From an optimization exercise on the open Yosys and OpenROAD flow, aimed at small area, a short achievable clock period and few clock cycles per item; shortcuts taken in it are not production practice.
In this exercise RTL edits were held to simulation tests only and were not proved equivalent to the original.
Power and IR drop assume default switching activity.

==> flow/run.sh <==
#!/bin/bash
# synth_recipe.tcl (not shown) runs the flow's synth.tcl, then flattens the netlist and writes it again
# the make line also repeats each setting of config.mk as NAME=value (left out here)
make -C /OpenROAD-flow-scripts/flow DESIGN_CONFIG=/design/flow/config.mk WORK_HOME=/design/flow/orfs CLKGATE_MAP_FILE= SYNTH_SCRIPT=/design/flow/synth_recipe.tcl finish
==> flow/config.mk <==
export PLATFORM = sky130hd
export DESIGN_NAME = execute_pipe
export DESIGN_NICKNAME = execute_pipe
export VERILOG_FILES = /design/flow/design.v
export SDC_FILE = /design/flow/constraint.sdc
export NUM_CORES = 4
export LEC_CHECK = 0
export CAP_MARGIN = 20
export CORE_MARGIN = 2
export CORE_UTILIZATION = 35
export SLEW_MARGIN = 20
==> flow/constraint.sdc <==
create_clock -name core_clock -period 7.0 [get_ports {clock}]
set_input_delay 1.4000 -clock core_clock [delete_from_list [all_inputs] [get_ports {clock}]]
set_output_delay 1.4000 -clock core_clock [all_outputs]
set_load 0.01 [all_outputs]
==> flow/design.v <==
package exec_pkg;
  localparam logic [3:0] IHALT   = 4'h0;
  localparam logic [3:0] INOP    = 4'h1;
  localparam logic [3:0] IRRMOVQ = 4'h2;
  localparam logic [3:0] IIRMOVQ = 4'h3;
  localparam logic [3:0] IRMMOVQ = 4'h4;
  localparam logic [3:0] IMRMOVQ = 4'h5;
  localparam logic [3:0] IOPQ    = 4'h6;
  localparam logic [3:0] IJXX    = 4'h7;
  localparam logic [3:0] ICALL   = 4'h8;
  localparam logic [3:0] IRET    = 4'h9;
  localparam logic [3:0] IPUSHQ  = 4'hA;
  localparam logic [3:0] IPOPQ   = 4'hB;
  localparam logic [3:0] ALUADD = 4'h0;
  localparam logic [3:0] ALUSUB = 4'h1;
  localparam logic [3:0] ALUAND = 4'h2;
  localparam logic [3:0] ALUXOR = 4'h3;
  localparam logic [3:0] ALUMUL = 4'h4;
  localparam logic [3:0] C_YES = 4'h0;
  localparam logic [3:0] C_LE  = 4'h1;
  localparam logic [3:0] C_L   = 4'h2;
  localparam logic [3:0] C_E   = 4'h3;
  localparam logic [3:0] C_NE  = 4'h4;
  localparam logic [3:0] C_GE  = 4'h5;
  localparam logic [3:0] C_G   = 4'h6;
  localparam logic [3:0] RNONE = 4'hF;
  typedef enum logic [1:0] {S_IDLE, S_MUL, S_DONE} mul_state_e;
  typedef struct packed {
    logic zf;
    logic sf;
    logic of;
  } cc_t;
  function automatic logic cond_eval(input logic [3:0] fn, input cc_t cc);
    logic lt;
    lt = cc.sf ^ cc.of;
    case (fn)
      C_YES:   cond_eval = 1'b1;
      C_LE:    cond_eval = lt | cc.zf;
      C_L:     cond_eval = lt;
      C_E:     cond_eval = cc.zf;
      C_NE:    cond_eval = !cc.zf;
      C_GE:    cond_eval = !lt;
      C_G:     cond_eval = !lt && !cc.zf;
      default: cond_eval = 1'b0;
    endcase
  endfunction
endpackage
module seq_mul #(
  parameter int WIDTH = 64
) (
  input  logic               clock,
  input  logic               reset,
  input  logic               start,
  input  logic [WIDTH-1:0]   a,
  input  logic [WIDTH-1:0]   b,
  output logic               done,
  output logic [2*WIDTH-1:0] product
);
  localparam int CW = $clog2(WIDTH);
  logic [2*WIDTH-1:0] mcand;
  logic [2*WIDTH-1:0] acc;
  logic [WIDTH-1:0]   mplier;
  logic [CW-1:0]      cnt;
  logic               running;
  assign done    = running && (cnt == CW'(WIDTH - 1));
  assign product = acc;
  always_ff @(posedge clock or posedge reset) begin
    if (reset) begin
      mcand   <= '0;
      acc     <= '0;
      mplier  <= '0;
      cnt     <= '0;
      running <= 1'b0;
    end else if (start) begin
      mcand   <= {{WIDTH{1'b0}}, a};
      mplier  <= b;
      acc     <= '0;
      cnt     <= '0;
      running <= 1'b1;
    end else if (running) begin
      if (mplier[0]) acc <= acc + mcand;
      mcand  <= mcand << 1;
      mplier <= mplier >> 1;
      cnt    <= cnt + 1'b1;
      if (done) running <= 1'b0;
    end
  end
endmodule
import exec_pkg::*;
module execute_pipe #(
  parameter int WIDTH  = 64,
  parameter bit MUL_EN = 1'b1
) (
  input  logic             clock,
  input  logic             reset,
  input  logic             in_valid,
  input  logic [3:0]       icode,
  input  logic [3:0]       ifun,
  input  logic [WIDTH-1:0] valA,
  input  logic [WIDTH-1:0] valB,
  input  logic [WIDTH-1:0] valC,
  input  logic [3:0]       dstE,
  input  logic [3:0]       dstM,
  input  logic             m_exc,
  input  logic             stall,
  input  logic             bubble,
  output logic             busy,
  output logic             out_valid,
  output logic [3:0]       e_icode,
  output logic             e_cnd,
  output logic [WIDTH-1:0] e_valE,
  output logic [WIDTH-1:0] e_valA,
  output logic [3:0]       e_dstE,
  output logic [3:0]       e_dstM,
  output logic             zf,
  output logic             sf,
  output logic             of
);
  localparam logic [WIDTH-1:0] EIGHT = WIDTH'(8);
  exec_pkg::mul_state_e state, state_nxt;
  logic               cc_zf, cc_sf, cc_of;
  logic               is_mul, mul_start, mul_done, capture, load, cc_we, cnd;
  logic               alu_ok, alu_of;
  logic [WIDTH-1:0]   alu_res, val_e;
  logic [3:0]         dst_e;
  logic [2*WIDTH-1:0] product;
  function automatic logic cond_eval(input logic [3:0] fn, input logic z, input logic s,
                                     input logic o);
    logic lt;
    lt = s ^ o;
    case (fn)
      C_YES:   cond_eval = 1'b1;
      C_LE:    cond_eval = lt | z;
      C_L:     cond_eval = lt;
      C_E:     cond_eval = z;
      C_NE:    cond_eval = !z;
      C_GE:    cond_eval = !lt;
      C_G:     cond_eval = !lt && !z;
      default: cond_eval = 1'b0;
    endcase
  endfunction
  assign is_mul    = MUL_EN && in_valid && (icode == IOPQ) && (ifun == ALUMUL);
  assign mul_start = (state == S_IDLE) && is_mul;
  assign busy      = !reset && (mul_start || (state == S_MUL));
  assign capture   = in_valid && !busy;
  assign load      = capture && !bubble;
  seq_mul #(.WIDTH(WIDTH)) u_mul (
    .clock   (clock),
    .reset   (reset),
    .start   (mul_start),
    .a       (valA),
    .b       (valB),
    .done    (mul_done),
    .product (product)
  );
  always_ff @(posedge clock or posedge reset) begin
    if (reset) state <= S_IDLE;
    else       state <= state_nxt;
  end
  always_comb begin
    state_nxt = state;
    case (state)
      S_IDLE:  if (mul_start) state_nxt = S_MUL;
      S_MUL:   if (mul_done) state_nxt = S_DONE;
      S_DONE:  if (!stall) state_nxt = S_IDLE;
      default: state_nxt = S_IDLE;
    endcase
  end
  always_comb begin
    alu_res = '0;
    alu_of  = 1'b0;
    alu_ok  = 1'b1;
    case (ifun)
      ALUADD: begin
        alu_res = valB + valA;
        alu_of  = (valA[WIDTH-1] == valB[WIDTH-1]) && (alu_res[WIDTH-1] != valB[WIDTH-1]);
      end
      ALUSUB: begin
        alu_res = valB - valA;
        alu_of  = (valA[WIDTH-1] != valB[WIDTH-1]) && (alu_res[WIDTH-1] != valB[WIDTH-1]);
      end
      ALUAND: alu_res = valB & valA;
      ALUXOR: alu_res = valB ^ valA;
      ALUMUL: begin
        if (MUL_EN) begin
          alu_res = product[WIDTH-1:0];
          alu_of  = |product[2*WIDTH-1:WIDTH];
        end else begin
          alu_ok = 1'b0;
        end
      end
      default: alu_ok = 1'b0;
    endcase
  end
  always_comb begin
    val_e = '0;
    case (icode)
      IHALT, INOP:      val_e = '0;
      IRRMOVQ:          val_e = valA;
      IIRMOVQ:          val_e = valC;
      IRMMOVQ, IMRMOVQ: val_e = valB + valC;
      IPUSHQ, ICALL:    val_e = valB - EIGHT;
      IPOPQ, IRET:      val_e = valB + EIGHT;
      IOPQ:             val_e = alu_res;
      default:          val_e = '0;
    endcase
  end
  assign cnd   = ((icode == IJXX) || (icode == IRRMOVQ)) ? cond_eval(ifun, cc_zf, cc_sf, cc_of) : 1'b0;
  assign dst_e = ((icode == IRRMOVQ) && !cnd) ? RNONE : dstE;
  assign cc_we = capture && !stall && !m_exc && (icode == IOPQ) && alu_ok;
  always_ff @(posedge clock or posedge reset) begin
    if (reset) begin
      cc_zf <= 1'b1;
      cc_sf <= 1'b0;
      cc_of <= 1'b0;
    end else if (cc_we) begin
      cc_zf <= (alu_res == '0);
      cc_sf <= alu_res[WIDTH-1];
      cc_of <= alu_of;
    end
  end
  assign zf = cc_zf;
  assign sf = cc_sf;
  assign of = cc_of;
  always_ff @(posedge clock or posedge reset) begin
    if (reset) begin
      out_valid <= 1'b0;
      e_icode   <= INOP;
      e_cnd     <= 1'b0;
      e_valE    <= '0;
      e_valA    <= '0;
      e_dstE    <= RNONE;
      e_dstM    <= RNONE;
    end else if (!stall) begin
      out_valid <= load;
      e_icode   <= load ? icode : INOP;
      e_cnd     <= load ? cnd : 1'b0;
      e_valE    <= load ? val_e : '0;
      e_valA    <= load ? valA : '0;
      e_dstE    <= load ? dst_e : RNONE;
      e_dstM    <= load ? dstM : RNONE;
    end
  end
endmodule
==> run notes <==
placed cells by master (no fill, tap or decap), types with 63 or more instances in the layout:
master / count
o211ai_1: 65
nand2_1: 744
a22oi_1: 64
a21oi_1: 608
mux2i_1: 201
nor2_1: 376
inv_1: 216
a21o_1: 163
o21ai_0: 515
nand4_1: 89
xnor2_1: 154
a211oi_1: 63
dfrtp_1: 463
ha_1: 378
buf_4: 216
o21bai_1: 90
nand3_1: 117
xor2_1: 109
nor3_1: 88
clkdlybuf4s50_1: 357
per-layer routing:
metal | up-vias | wire length, um | share of wire (%) | global-route usage, %
li1 | 22000 | - | - | -
met1 | 23400 | 90500 | 44 | 42.4
met2 | 2235 | 87600 | 43 | 45.7
met3 | 365 | 20100 | 9.8 | 6.47
met4 | 8 | 6810 | 3.3 | 9.53
met5 | - | 47 | 0.023 | 0
power by group:
group | switching [mW] | internal, mW
registers | 0.908 | 3.51
clock network | 1.39 | 1.94
logic | 6.00 | 4.09
total | 8.30 | 9.55
cell type report:
cell class                 instances  share of cell area [%]
multi-input combinational       4728                    58.4
sequential                       474                    22.3
tap                             1662                    3.90
clock inverter                    26                   0.710
inverter                         220                    1.55
timing repair buffer             583                    10.1
clock buffer                      82                    3.15
antenna                            4                  0.0188
cell usage after synthesis (35+ instances only):
library cell  instances
o21ai_0             515
nor4_1               60
a222oi_1             59
nand2_1             746
nor3_1               88
inv_1               217
a31oi_1              53
nand2b_1             40
ha_1                378
xnor2_1             154
and3_1               49
a21oi_1             608
o31ai_1              43
o211ai_1             65
nand4_1              89
o21a_1               35
mux2i_1             201
clkbuf_1            284
nor2b_1              43
a211oi_1             63
xor2_1              109
nand3_1             119
a22oi_1              64
a21o_1              163
dfrtp_1             464
a22o_1               45
nor2_1              380
o21bai_1             90
sequential cells by signal (all words and copies together) (netlist names):
name	cells
state	2
u_mul.mcand	128
e_dstM	4
u_mul.cnt	6
u_mul.acc	128
e_icode	4
cc_of	1
e_dstE	4
cc_zf	1
out_valid	1
cc_sf	1
e_cnd	1
u_mul.mplier	64
e_valA	64
e_valE	64
u_mul.running	1
worst max path at each step:
stage,endpoint,slack [ns]
6_report,cc_zf,0.54
5_1_grt,e_valE[45],0.36
4_1_cts,cc_zf,0.78
3_5_place_dp,cc_zf,0.05
3_3_place_gp,e_valE[45],0.11
2_1_floorplan,cc_of,-0.81
through the flow:
stage | util (%) | power (mW) | instance area (um2)
6_report | 41.9 | 17.8 | 53400
4_1_cts | 41.8 | 17.7 | 53300
2_1_floorplan | - | 11.4 | 45000
3_3_place_gp | 40.2 | 14.2 | 51300
3_5_place_dp | 40.2 | 14.3 | 51300
5_1_grt | 41.9 | 19.2 | 53400
tightest hold or removal path: cells and delay by family (launching register included):
kind	cells	cell delay [ns]
buffers and inverters	1	0.04
AOI/OAI and AO/OA	1	0.05
DFF	1	0.36
cells by family after synthesis:
logic type	share of synthesized area [%]
simple gates	18.0
compound gates	30.3
fa+ha+maj	10.8
flops	26.4
mux	4.70
xor+xnor	5.12
buf+inv	4.71
==> summary.md <==
| Metric | Value |
|---|---|
| Run status | complete, no violations |
| Total gr overflow | 0 |
| WS Path Type | in2reg |
| Hpwl dp | 160 mm |
| CP top delay family | simple AND/OR/NAND/NOR gates |
| # resized after CTS | 0 |
| Post-synth EDFFs | 0 |
| Slew Viols, Final | 0 |
| Worst-Margin Slew | 1.14 ns |
| DRC viols | 0 |
| Avg WL per Cell | 26.4 um |
| Mapped Avg Cell Area | 7.83 um2 |
| Setup TNS | 0 ns |
| Slowest stage cell on the critical path | clkdlybuf4s50_1 |
| Fin. Hold Viols | 0 |
| Peak per-stage delay on the critical path | 0.73 ns |
| First-pass GRT wire length | 304 mm |
| Hold WC Path Type | reg2reg |
| Placer Congestion | 1.04 |
| Antenna viol nets, final | 0 |
| Worst Setup End Kind | flip-flop |
| Leak pwr | 21.6 nW |
| RSZ-0062 raised after global routing | false |
| CP bufs+invs | 1 |
| CP Cell Sequence | clkdlybuf4s50_1, ha_1, fa_1, mux4_2, a2111oi_0, nand4b_1, nor4_1, o2111ai_1, nor4_1, nand4_1, nor4_1, nand4_1, nor4_1, nand4_1, o21ai_1 |
| Final Cycle Share | 92.3% |
| Hold_ws | 0.461 ns |
| DR vias | 47900 |
| Hold buffers post-CTS | 0 |
| Distinct cells, synth | 107 |
| IO Pins | 360 |
| Top cell type's share of synthesized area | 25.8% |
| Number of cells on the worst hold path | 2 |
| Hold Path End | e_dstE[0] |
| Die area | 131000 um2 |
| Async SR Flop Fraction | 100% |
| Post-CTS setup buffers | 0 |
| DRT Wirelength | 205 mm |
| FF+latch count, synth | 474 |
| Setup ws final | 0.541 ns |
| FILL cells | 13000 |
| Worst EP arrival | 7.09 ns |
| FF-to-FF End | u_mul.acc[126] |
| FP Rows | 131 |
| Synth warn | 2 |
| Crit path time final | 6.46 ns |
| Clock tree from TritonCTS | yes |
| Setup crit start | valA[0] |
| P per Cell Area | 334 nW/um2 |
| Clock Sinks | 474 |
| Initial Util | 35.3% |
| Area taken by multi-input logic gates | 31100 um2 |
| Clk pin slew, worst setup/hold paths | 0.07 ns |
| Area growth from synthesis to layout | 18.6% |
| Vias per cell | 6.16 |
| Post-synth net total | 6347 |
| Nets | 6663 |
| Worst skew pair latency | 0.72 ns |
| Fmax achieved | 155 MHz |
| Reg area | 11900 um2 |
| Synth top area cells | dfrtp_1, ha_1, a21oi_1 |
| Initial antenna violation count | 8 |
| Setup crit start kind | input port |
| Num CTS Buffers | 59 |
| Worst reg2reg path startpoint | u_mul.acc[0] |
| Mapped Cells | 5750 |
| Cell taking the most area after synthesis | dfrtp_1 |
| Clock buffer depth | 3 |
| Crit Path Max Fanout | 6 |
| Max cap viols | 0 |
| Vias in the first global route | 45700 |
| CORE AREA | 128000 um2 |
| Final setup viols | 0 |
| Sequential share of the synthesized area | 26.4% |
| Max-slew headroom | 23.6% |
| Largest net degree at the start of global routing | 124 |
| Final cell count without fillers | 7779 |
| Port bufs | 359 |
| Path depth of the worst reg2reg path | 18 |
| Total GRT Usage | 30.1% |
| CTS H-tree lvls | 2 |
| DRT iter0 DRCs | 5607 |
| Post-Place Cells | 7666 |
| CP dominant cell by count | nor4_1 |
| Max VDD drop | 0.301 mV |
| Worst Skew | 0.0311 ns |
| Pre-CTS WS | 0.0509 ns |
| Hold Startpoint | e_dstE[0] |
| Flop-to-flop setup slack | 1.69 ns |
| Stages on the worst setup path | 15 |
| Drt pass-1 iters | 10 |
| Root buffer cell | clkbuf_16 |
| Most common flop cell mapped by yosys | dfrtp_1 |
| Die X | 363 um |
| Die height | 363 um |
| Cell area after synthesis | 45000 um2 |
| CP required | 7.63 ns |
| Share of cells above drive strength 1 | 7.15% |
Testbench counts, summed over its fixed seeds: cycles 85,079, items 16,000.

==> port drivers added, routing unchanged <==
In the flow no input, the clock included, has a driving cell. The finished layout below was timed again as built, in two steps.
Step 1 sets driving cells, clkbuf_16 on the clock port and buf_2 on the other inputs (assumed; they add their load-dependent delay and slew).
Step 2 moves the port delays by t, midway between the first and last clock arrival at a register: inputs arrive t later, outputs are due t later. That takes back most of the time a late clock gives input paths.
a / b / c = ideal ports / drivers / drivers and shift; a / b = the first two.
t, ns: 0.779
setup WS [ns]: 0.541 / 0.532 / -0.247
worst hold slack (ns): 0.461 / 0.461 / 0.461
latest minus earliest clock arrival (ns): 0.034 / 0.034
cell pins on the clock port's net: 1
With both steps, setup timing fails in this run, where it was met with ideal ports. The setup slack of this run moves by -0.009 ns with the drivers and by -0.788 ns with both steps.
